Context: an optimization exercise on an open-source flow, tuned for a short achievable clock period and low power. The choices shown serve that exercise and are no tape-out recipe. Function was checked by simulation only, so behaviour that the tests miss may differ from the original. No activity file was given, so power comes from the tool's default toggle rates.

<file path="flow/config.mk">
export PLATFORM = sky130hd
export DESIGN_NAME = mips_exec_top
export DESIGN_NICKNAME = mips_exec_top
export VERILOG_FILES = /design/flow/design.v
export SDC_FILE = /design/flow/constraint.sdc
export NUM_CORES = 4
export LEC_CHECK = 0
export CAP_MARGIN = 20
export CORE_MARGIN = 2
export CORE_UTILIZATION = 40
export SLEW_MARGIN = 20
</file>
<file path="flow/constraint.sdc">
create_clock -name core_clock -period 12.0 [get_ports {clk}]
set_input_delay 2.4000 -clock core_clock [delete_from_list [all_inputs] [get_ports {clk}]]
set_output_delay 2.4000 -clock core_clock [all_outputs]
set_load 0.01 [all_outputs]
</file>
<file path="flow/run.sh">
#!/bin/bash
# synth_recipe.tcl (not shown) runs the flow's synth.tcl, then flattens the netlist and writes it again
# the make line also repeats each setting of config.mk as NAME=value (left out here)
make -C /OpenROAD-flow-scripts/flow DESIGN_CONFIG=/design/flow/config.mk WORK_HOME=/design/flow/orfs CLKGATE_MAP_FILE= SYNTH_SCRIPT=/design/flow/synth_recipe.tcl finish
</file>
<file path="flow/design.v">
`default_nettype none
package mips_pkg;
	localparam int DATA_W     = 32;
	localparam int REG_ADDR_W = 5;
	typedef enum logic [5:0] {
		OP_SPECIAL = 6'b000000,
		OP_ADDI    = 6'b001000,
		OP_ADDIU   = 6'b001001,
		OP_SLTI    = 6'b001010,
		OP_SLTIU   = 6'b001011,
		OP_ANDI    = 6'b001100,
		OP_ORI     = 6'b001101,
		OP_XORI    = 6'b001110,
		OP_LUI     = 6'b001111
	} opcode_e;
	typedef enum logic [5:0] {
		FN_SLL   = 6'b000000,
		FN_SRL   = 6'b000010,
		FN_SRA   = 6'b000011,
		FN_SLLV  = 6'b000100,
		FN_SRLV  = 6'b000110,
		FN_SRAV  = 6'b000111,
		FN_MFHI  = 6'b010000,
		FN_MTHI  = 6'b010001,
		FN_MFLO  = 6'b010010,
		FN_MTLO  = 6'b010011,
		FN_MULT  = 6'b011000,
		FN_MULTU = 6'b011001,
		FN_ADD   = 6'b100000,
		FN_ADDU  = 6'b100001,
		FN_SUB   = 6'b100010,
		FN_SUBU  = 6'b100011,
		FN_AND   = 6'b100100,
		FN_OR    = 6'b100101,
		FN_XOR   = 6'b100110,
		FN_NOR   = 6'b100111,
		FN_SLT   = 6'b101010,
		FN_SLTU  = 6'b101011
	} funct_e;
	typedef enum logic [3:0] {
		ALU_ADD,
		ALU_SUB,
		ALU_AND,
		ALU_OR,
		ALU_XOR,
		ALU_NOR,
		ALU_SLT,
		ALU_SLTU,
		ALU_SLL,
		ALU_SRL,
		ALU_SRA,
		ALU_LUI
	} alu_op_e;
	typedef enum logic [2:0] {
		HL_NONE,
		HL_MULT,
		HL_MULTU,
		HL_MTHI,
		HL_MTLO
	} hi_lo_op_e;
endpackage
`default_nettype wire
`default_nettype none
module control_unit (
	input  logic [31:0] instruction,
	output logic        reg_write,    
	output logic        reg_dst_rd,   
	output logic        use_imm,      
	output logic        zero_extend,  
	output logic        lui,          
	output logic        sel_add,      
	output logic        sub,          
	output logic        sel_slt,      
	output logic        sel_sltu,     
	output logic        sel_and,
	output logic        sel_or,
	output logic        sel_xor,
	output logic        sel_nor,
	output logic        sel_passb,    
	output logic        sel_sll,
	output logic        sel_srl,
	output logic        sel_sra,
	output logic        shift_var,    
	output logic        sel_hi,
	output logic        sel_lo,
	output logic        mult,
	output logic        mult_signed,
	output logic        mthi,
	output logic        mtlo,
	output logic        illegal
);
	logic [5:0] op, fn;
	logic       special, rt_zero;
	assign op      = instruction[31:26];
	assign fn      = instruction[5:0];
	assign special = (op == 6'b000000);
	assign rt_zero = (instruction[20:16] == 5'd0);
	always_comb begin
		reg_write   = 1'b0;
		reg_dst_rd  = special;
		use_imm     = 1'b0;
		zero_extend = 1'b0;
		lui         = 1'b0;
		sel_add     = 1'b0;
		sub         = 1'b0;
		sel_slt     = 1'b0;
		sel_sltu    = 1'b0;
		sel_and     = 1'b0;
		sel_or      = 1'b0;
		sel_xor     = 1'b0;
		sel_nor     = 1'b0;
		sel_passb   = 1'b0;
		sel_sll     = 1'b0;
		sel_srl     = 1'b0;
		sel_sra     = 1'b0;
		shift_var   = 1'b0;
		sel_hi      = 1'b0;
		sel_lo      = 1'b0;
		mult        = 1'b0;
		mult_signed = 1'b0;
		mthi        = 1'b0;
		mtlo        = 1'b0;
		illegal     = 1'b0;
		if (special) begin
			reg_write = 1'b1;
			case (fn)
				6'b000000: sel_sll = 1'b1;
				6'b000010: sel_srl = 1'b1;
				6'b000011: sel_sra = 1'b1;
				6'b000100: begin sel_sll = 1'b1; shift_var = 1'b1; end
				6'b000110: begin sel_srl = 1'b1; shift_var = 1'b1; end
				6'b000111: begin sel_sra = 1'b1; shift_var = 1'b1; end
				6'b010000: begin
					if (rt_zero) sel_hi = 1'b1;
					else begin reg_write = 1'b0; illegal = 1'b1; end
				end
				6'b010010: begin
					if (rt_zero) sel_lo = 1'b1;
					else begin reg_write = 1'b0; illegal = 1'b1; end
				end
				6'b010001: begin
					reg_write = 1'b0;
					if (rt_zero) mthi = 1'b1;
					else illegal = 1'b1;
				end
				6'b010011: begin
					reg_write = 1'b0;
					if (rt_zero) mtlo = 1'b1;
					else illegal = 1'b1;
				end
				6'b011000: begin reg_write = 1'b0; mult = 1'b1; mult_signed = 1'b1; end
				6'b011001: begin reg_write = 1'b0; mult = 1'b1; end
				6'b100000, 6'b100001: sel_add = 1'b1;
				6'b100010, 6'b100011: begin sel_add = 1'b1; sub = 1'b1; end
				6'b100100: sel_and = 1'b1;
				6'b100101: sel_or  = 1'b1;
				6'b100110: sel_xor = 1'b1;
				6'b100111: sel_nor = 1'b1;
				6'b101010: begin sel_slt  = 1'b1; sub = 1'b1; end
				6'b101011: begin sel_sltu = 1'b1; sub = 1'b1; end
				default: begin reg_write = 1'b0; illegal = 1'b1; end
			endcase
		end else if (op[5:3] == 3'b001) begin
			reg_write = 1'b1;
			use_imm   = 1'b1;
			case (op[2:0])
				3'b000, 3'b001: sel_add = 1'b1;
				3'b010: begin sel_slt  = 1'b1; sub = 1'b1; end
				3'b011: begin sel_sltu = 1'b1; sub = 1'b1; end
				3'b100: begin sel_and = 1'b1; zero_extend = 1'b1; end
				3'b101: begin sel_or  = 1'b1; zero_extend = 1'b1; end
				3'b110: begin sel_xor = 1'b1; zero_extend = 1'b1; end
				default: begin sel_passb = 1'b1; lui = 1'b1; end
			endcase
		end else begin
			illegal = 1'b1;
		end
	end
endmodule
`default_nettype wire
`default_nettype none
module register_file (
	input  logic        clk,
	input  logic        rst,
	input  logic [4:0]  rs_addr,
	input  logic [4:0]  rt_addr,
	input  logic        write_en,    
	input  logic [4:0]  write_addr,
	input  logic [31:0] write_data,
	output logic [31:0] rs_data,
	output logic [31:0] rt_data
);
	logic [31:0] regs [1:31];
	always_ff @(posedge clk) begin
		for (int i = 1; i < 32; i++) begin
			if (rst) regs[i] <= '0;
			else if (write_en && write_addr == i[4:0]) regs[i] <= write_data;
		end
	end
	always_comb begin
		rs_data = '0;
		rt_data = '0;
		for (int i = 1; i < 32; i++) begin
			rs_data = rs_data | (regs[i] & {32{rs_addr == i[4:0]}});
			rt_data = rt_data | (regs[i] & {32{rt_addr == i[4:0]}});
		end
	end
endmodule
`default_nettype wire
`default_nettype none
module alu (
	input  logic [31:0] a,
	input  logic [31:0] b,
	input  logic [4:0]  sa,           
	input  logic        sel_add,
	input  logic        sub,
	input  logic        sel_slt,
	input  logic        sel_sltu,
	input  logic        sel_and,
	input  logic        sel_or,
	input  logic        sel_xor,
	input  logic        sel_nor,
	input  logic        sel_passb,
	input  logic        sel_sll,
	input  logic        sel_srl,
	input  logic        sel_sra,
	input  logic        shift_var,
	output logic [31:0] result
);
	logic [31:0] bx, sum, logic_r, sh_in, sh_r, sh_out;
	logic [32:0] sum_c;
	logic [4:0]  amt;
	logic        lt_s, lt_u, fill;
	assign bx    = b ^ {32{sub}};
	assign sum_c = {1'b0, a} + {1'b0, bx} + {32'd0, sub};
	assign sum   = sum_c[31:0];
	assign lt_u  = ~sum_c[32];
	assign lt_s  = (a[31] ^ b[31]) ? a[31] : sum[31];
	assign logic_r = ({32{sel_and}}   & (a & b))
	               | ({32{sel_or}}    & (a | b))
	               | ({32{sel_xor}}   & (a ^ b))
	               | ({32{sel_nor}}   & ~(a | b))
	               | ({32{sel_passb}} & b);
	assign amt  = shift_var ? a[4:0] : sa;
	assign fill = sel_sra & b[31];
	always_comb begin
		for (int i = 0; i < 32; i++) sh_in[i] = sel_sll ? b[31-i] : b[i];
	end
	assign sh_r = 32'($signed({fill, sh_in}) >>> amt);
	always_comb begin
		for (int i = 0; i < 32; i++) sh_out[i] = sel_sll ? sh_r[31-i] : sh_r[i];
	end
	assign result = ({32{sel_add}} & sum)
	              | {31'd0, (sel_slt & lt_s) | (sel_sltu & lt_u)}
	              | logic_r
	              | ({32{sel_sll | sel_srl | sel_sra}} & sh_out);
endmodule
`default_nettype wire
`default_nettype none
module hi_lo_unit (
	input  logic        clk,
	input  logic        rst,
	input  logic        mult,
	input  logic        mult_signed,
	input  logic        mthi,
	input  logic        mtlo,
	input  logic [31:0] a,
	input  logic [31:0] b,
	output logic [31:0] hi,
	output logic [31:0] lo
);
	logic [31:0] ma, mb;
	logic [65:0] product;
	assign ma = a & {32{mult}};
	assign mb = b & {32{mult}};
	assign product = 66'($signed({mult_signed & ma[31], ma}) * $signed({mult_signed & mb[31], mb}));
	always_ff @(posedge clk) begin
		if (rst) begin
			hi <= '0;
			lo <= '0;
		end else if (mult) begin
			hi <= product[63:32];
			lo <= product[31:0];
		end else begin
			if (mthi) hi <= a;
			if (mtlo) lo <= a;
		end
	end
endmodule
`default_nettype wire
`default_nettype none
module mips_exec_top (
	input  logic                            clk,
	input  logic                            rst,
	input  logic                            instr_valid,
	input  logic [31:0]                     instruction,
	output logic                            wb_valid,
	output logic [mips_pkg::REG_ADDR_W-1:0] wb_reg,
	output logic [mips_pkg::DATA_W-1:0]     wb_data,
	output logic                            illegal
);
	logic [4:0]  rs_addr, rt_addr, rd_addr, shamt, dest;
	logic [15:0] imm;
	logic [31:0] alu_result, imm_ext, rs_rf, rt_rf, rs_val, rt_val, result, hi, lo;
	logic        issue, byp_rs, byp_rt;
	logic d_reg_write, d_reg_dst_rd, d_use_imm, d_zero_extend, d_lui;
	logic d_sel_add, d_sub, d_sel_slt, d_sel_sltu, d_sel_and, d_sel_or, d_sel_xor;
	logic d_sel_nor, d_sel_passb, d_sel_sll, d_sel_srl, d_sel_sra, d_shift_var;
	logic d_sel_hi, d_sel_lo, d_mult, d_mult_signed, d_mthi, d_mtlo, d_illegal;
	logic [31:0] op_a, op_b;
	logic [4:0]  ex_sa;
	logic        ex_write;  
	logic e_sel_add, e_sub, e_sel_slt, e_sel_sltu, e_sel_and, e_sel_or, e_sel_xor;
	logic e_sel_nor, e_sel_passb, e_sel_sll, e_sel_srl, e_sel_sra, e_shift_var;
	logic e_sel_hi, e_sel_lo, e_mult, e_mult_signed, e_mthi, e_mtlo;
	assign rs_addr = instruction[25:21];
	assign rt_addr = instruction[20:16];
	assign rd_addr = instruction[15:11];
	assign shamt   = instruction[10:6];
	assign imm     = instruction[15:0];
	control_unit u_control (
		.instruction (instruction),
		.reg_write   (d_reg_write),
		.reg_dst_rd  (d_reg_dst_rd),
		.use_imm     (d_use_imm),
		.zero_extend (d_zero_extend),
		.lui         (d_lui),
		.sel_add     (d_sel_add),
		.sub         (d_sub),
		.sel_slt     (d_sel_slt),
		.sel_sltu    (d_sel_sltu),
		.sel_and     (d_sel_and),
		.sel_or      (d_sel_or),
		.sel_xor     (d_sel_xor),
		.sel_nor     (d_sel_nor),
		.sel_passb   (d_sel_passb),
		.sel_sll     (d_sel_sll),
		.sel_srl     (d_sel_srl),
		.sel_sra     (d_sel_sra),
		.shift_var   (d_shift_var),
		.sel_hi      (d_sel_hi),
		.sel_lo      (d_sel_lo),
		.mult        (d_mult),
		.mult_signed (d_mult_signed),
		.mthi        (d_mthi),
		.mtlo        (d_mtlo),
		.illegal     (d_illegal)
	);
	assign issue = instr_valid & ~rst;
	assign dest  = d_reg_dst_rd ? rd_addr : rt_addr;
	register_file u_regs (
		.clk        (clk),
		.rst        (rst),
		.rs_addr    (rs_addr),
		.rt_addr    (rt_addr),
		.write_en   (ex_write),
		.write_addr (wb_reg),
		.write_data (result),
		.rs_data    (rs_rf),
		.rt_data    (rt_rf)
	);
	assign byp_rs = ex_write & (wb_reg == rs_addr);
	assign byp_rt = ex_write & (wb_reg == rt_addr);
	assign rs_val = byp_rs ? result : rs_rf;
	assign rt_val = byp_rt ? result : rt_rf;
	assign imm_ext = d_lui       ? {imm, 16'd0} :
	                 d_zero_extend ? {16'd0, imm} : {{16{imm[15]}}, imm};
	always_ff @(posedge clk) begin
		op_a  <= rs_val;
		op_b  <= d_use_imm ? imm_ext : rt_val;
		ex_sa <= shamt;
		wb_reg <= dest;
	end
	always_ff @(posedge clk) begin
		wb_valid      <= issue & d_reg_write;
		ex_write      <= issue & d_reg_write & (dest != 5'd0);
		illegal       <= issue & d_illegal;
		e_sel_add     <= issue & d_sel_add;
		e_sub         <= issue & d_sub;
		e_sel_slt     <= issue & d_sel_slt;
		e_sel_sltu    <= issue & d_sel_sltu;
		e_sel_and     <= issue & d_sel_and;
		e_sel_or      <= issue & d_sel_or;
		e_sel_xor     <= issue & d_sel_xor;
		e_sel_nor     <= issue & d_sel_nor;
		e_sel_passb   <= issue & d_sel_passb;
		e_sel_sll     <= issue & d_sel_sll;
		e_sel_srl     <= issue & d_sel_srl;
		e_sel_sra     <= issue & d_sel_sra;
		e_shift_var   <= issue & d_shift_var;
		e_sel_hi      <= issue & d_sel_hi;
		e_sel_lo      <= issue & d_sel_lo;
		e_mult        <= issue & d_mult;
		e_mult_signed <= issue & d_mult_signed;
		e_mthi        <= issue & d_mthi;
		e_mtlo        <= issue & d_mtlo;
	end
	alu u_alu (
		.a         (op_a),
		.b         (op_b),
		.sa        (ex_sa),
		.sel_add   (e_sel_add),
		.sub       (e_sub),
		.sel_slt   (e_sel_slt),
		.sel_sltu  (e_sel_sltu),
		.sel_and   (e_sel_and),
		.sel_or    (e_sel_or),
		.sel_xor   (e_sel_xor),
		.sel_nor   (e_sel_nor),
		.sel_passb (e_sel_passb),
		.sel_sll   (e_sel_sll),
		.sel_srl   (e_sel_srl),
		.sel_sra   (e_sel_sra),
		.shift_var (e_shift_var),
		.result    (alu_result)
	);
	hi_lo_unit u_hi_lo (
		.clk         (clk),
		.rst         (rst),
		.mult        (e_mult),
		.mult_signed (e_mult_signed),
		.mthi        (e_mthi),
		.mtlo        (e_mtlo),
		.a           (op_a),
		.b           (op_b),
		.hi          (hi),
		.lo          (lo)
	);
	assign result  = alu_result | ({32{e_sel_hi}} & hi) | ({32{e_sel_lo}} & lo);
	assign wb_data = result;
endmodule
`default_nettype wire
</file>
==> run notes <==
- Finished Layout Cells: 13800
- CTS Buffer Depth: 3
- Post-CTS Setup Bufs: 0
- WHS Endpoint: u_regs.regs[20][18]
- IO Port Bufs: 73
- # rows: 179
- Drt via density: 6.74
- Power Density: 79.6 nW/µm²
- Max reg flops: 992
- Setup TNS: 0 ns
- Vias: 93000
- CTS Root Cell: clkbuf_16
- Hold_sp: u_regs.regs[20][18]
- Clk sinks: 1152
- Initial DRC Count: 16000
- Layout Area Growth over Synthesis: 8.97%
- Unique cell type count in the Yosys netlist: 90
- Post-CTS sizing: 0
- Hold-fix buffers, CTS: 0
- Filler cell count: 23100
- R2R Setup Slk: 1.58 ns
- Endpoints failing setup: 0
- Drt pass-1 iters: 14
- Arrival @ worst endpoint: 11.11 ns
- Initial antenna violation count: 36
- Mean Syn Cell Area: 8.71 µm²
- DIE AREA: 244000 µm²
- R2r endpoint: u_hi_lo.hi[29]
- Worst r2r src: op_b[22]
- First-pass GRT wire length: 682 mm
- Worst-skew pair later-pin latency: 0.83 ns
- Worst slew margin: 0.128
- Routed wire per std cell: 35.0 µm
- Placed cell count: 13500
- Final Instance Area: 104000 µm²
- Total GRT Usage: 0.388
- Die Span Y: 493 µm
- Peak supply drop: 0.000128 V
- Flops & latches, synth: 1152
- Gate Count Post-Synth: 11000
- DRT Wirelength: 483 mm
- Final nets: 12000
- Post-route clock period utilization: 0.868
- Hold slack: 0.517 ns
- Yosys warning count: 6
- HPWL Detailed: 318 mm
- Max Fanout on Critical Path: 29
- FMAX: 0.0960 GHz
- Reg2reg path depth: 26
- Worst EP required: 12.69 ns
- Die width: 493 µm
- Core Region: 238000 µm²
- Crit Path Category: register to register
- DRC errors left: 0
- Most flops, register: u_regs.regs
- Number of synthesized flops with an enable pin: 0
- Crit end category: register
- Status: finished clean
- RSZ-0062 raised after global routing: no
- Layout cells sized above 1: 0.0773
- Synthesized area: 95800 µm²
- Largest net degree at the start of global routing: 229
- Hold Path Class: register to register
- Clock-pin slew on the worst setup and hold paths: 0.07 ns
- TritonCTS clock tree: yes
- Clock buffer count from CTS: 121
- Critical Path Source Type: register
- Global route overflow: 0
- Worst hold stages: 2
- Crit path time final: 10.42 ns
- Clock Skews: 0.0510 ns
- Fin. Hold Viols: 0
- Max-slew violations: 0
- Final ANT Viol Nets: 0
- Max-cap violations: 0
- Effective utilization at floorplan: 0.403
- Seq/Total Area, Yosys: 0.241
- I/O pin cnt: 74
- Vias in the first global route: 90300
- Predominant post-synthesis flop cell: dfxtp_1
- Routability cong.: 1.05
- Placed cell area: 100000 µm²
- Leak: 40.3 nW
- Post-synth ARST share: 0
- CTS H-tree lvls: 3
- Slew @ Worst Pin: 1.31 ns
- Synthesized net count: 12500
## routing by layer
| layer | up-vias | routed length, µm | track usage |
|---|---|---|---|
| met5 | - | 643 | 0.00391 |
| met4 | 41 | 48300 | 0.307 |
| met3 | 2605 | 64100 | 0.130 |
| met2 | 7785 | 201000 | 0.565 |
| met1 | 45300 | 169000 | 0.468 |
| li1 | 37200 | - | - |
## cell usage in the layout, fill, tap and decap left out, drive strengths merged, types with 49 or more instances in the layout
master / netlist / layout
nand4: 119 / 119
fa: 1126 / 1126
dfxtp: 1152 / 1152
a221oi: 267 / 267
nand2: 960 / 960
a21o: 49 / 49
nand3: 119 / 119
inv: 1202 / 1205
nor3: 407 / 407
a22o: 247 / 247
xnor2: 62 / 62
clkbuf: 883 / 172
clkdlybuf4s50: 0 / 72
nor2: 1346 / 1346
a21oi: 203 / 203
clkinv: 18 / 50
a222oi: 94 / 94
a211oi: 1057 / 1057
o21ai: 87 / 87
xor2: 65 / 65
mux2i: 161 / 161
buf: 143 / 333
a22oi: 435 / 435
ha: 307 / 307
## synthesized netlist by cell type (all sizes together), types with 18 or more instances
cell type | n | share of area
a22o | 247 | 0.023
nand2b | 23 | 0.0015
a222oi | 94 | 0.0098
nand4 | 119 | 0.0078
buf | 143 | 0.0076
o21a | 18 | 0.0014
nor2 | 1346 | 0.053
nor3 | 407 | 0.021
nor4 | 36 | 0.0024
fa | 1126 | 0.24
o21ai | 87 | 0.0045
a31oi | 30 | 0.0020
nand2 | 960 | 0.038
a21o | 49 | 0.0038
nand3 | 119 | 0.0062
mux2i | 161 | 0.017
mux4 | 39 | 0.0092
nor2b | 40 | 0.0026
a211oi | 1057 | 0.084
dfxtp | 1152 | 0.24
xnor2 | 62 | 0.0057
o211ai | 30 | 0.0024
clkbuf | 883 | 0.035
inv | 1202 | 0.047
a22oi | 435 | 0.034
a221oi | 267 | 0.025
ha | 307 | 0.040
xor2 | 65 | 0.0059
and3 | 25 | 0.0016
a21oi | 203 | 0.011
clkinv | 18 | 0.00071
## layout make-up
| cell class | count | area [µm²] | share of cell area |
|---|---|---|---|
| antenna | 31 | 77.6 | 0.000743 |
| clock buffer | 171 | 3470 | 0.0332 |
| clock inverter | 52 | 679 | 0.00651 |
| inverter | 1220 | 4590 | 0.0439 |
| multi-input combinational | 7603 | 65100 | 0.624 |
| sequential | 1152 | 23100 | 0.221 |
| tap | 3167 | 3960 | 0.0379 |
| timing repair buffer | 406 | 3420 | 0.0328 |
## critical path: stages, from the launching register on
cell,delay (ns)
dfxtp_1,0.85
inv_1,0.54
nor2_4,0.91
nand2_1,0.19
fa_1,0.56
inv_1,0.05
fa_1,0.49
inv_1,0.07
fa_1,0.48
fa_1,0.55
inv_1,0.05
fa_1,0.52
fa_1,0.45
fa_1,0.51
inv_1,0.06
fa_1,0.50
inv_1,0.05
ha_1,0.41
nand4_1,0.18
nor3_1,0.26
nor4_1,0.16
nor4b_1,0.86
o31ai_1,0.34
o31a_1,0.37
o211ai_1,0.35
a211oi_1,0.13
a2111oi_0,0.36
## per-stage QoR
| stage | util | total power [mW] | worst slack [ns] |
|---|---|---|---|
| floorplan | - | 4.15 | 3.83 |
| global placement | 0.420 | 4.36 | 2.00 |
| detailed placement | 0.420 | 4.36 | 1.88 |
| CTS | 0.438 | 8.26 | 1.80 |
| global route | 0.438 | 8.46 | 1.28 |
| finish | 0.439 | 8.32 | 1.58 |
## logic make-up (layout without fill, tap and decap cells)
group	count (synthesis)	after routing	share of synthesized area
buffers and inverters	2246	1849	0.0900
AOI/OAI and AO/OA	2669	2669	0.214
xor gates and xnor gates	127	127	0.0116
muxes	215	215	0.0281
and+or+nand+nor	3159	3159	0.140
other	0	31	0
adders and majority gates	1433	1433	0.275
DFF	1152	1152	0.241
## how the worst max path moves through the flow
stage / from / to / slack, ns / cells past startpoint
2_1_floorplan: e_mult / u_hi_lo.hi[27] / 3.83 / 28
3_5_place_dp: op_b[22] / u_hi_lo.hi[29] / 1.88 / 26
6_report: op_b[22] / u_hi_lo.hi[29] / 1.58 / 26
4_1_cts: op_b[22] / u_hi_lo.hi[23] / 1.80 / 26
3_3_place_gp: op_b[22] / u_hi_lo.hi[29] / 2.00 / 26
5_1_grt: op_b[22] / u_hi_lo.hi[27] / 1.28 / 26
## where the power goes
group	internal (mW)	switching [mW]	total (mW)
Clock	2.23	1.77	4.00
Combinational	0.0948	0.364	0.459
Sequential	3.83	0.0205	3.85

[re-timing with driven ports]
How much do the figures lean on ideal ports? The routed layout below was timed once more, with nothing changed but the port constraints. Step 1 sets driving cells, clkbuf_16 on the clock port and buf_2 on the other inputs (assumed; they add their load-dependent delay and slew). Step 2 adds t to the input delays and takes it off the output delays; t is the mean of the earliest and latest rising clock arrival at the registers after step 1. Input paths then give back, and output paths get back, about the clock's delay inside the block. Slacks: no drivers / after step 1 / after step 2; pairs: no drivers / after step 1.
t (ns): 0.884
slack for setup (ns): 1.581 / 1.581 / 1.581
latest minus earliest clock arrival (ns): 0.056 / 0.056
pins driven straight from the clock port: 1
After both steps this run still meets setup and hold. The setup slack of this run moves by 0.000 ns with the drivers and by 0.000 ns with both steps.
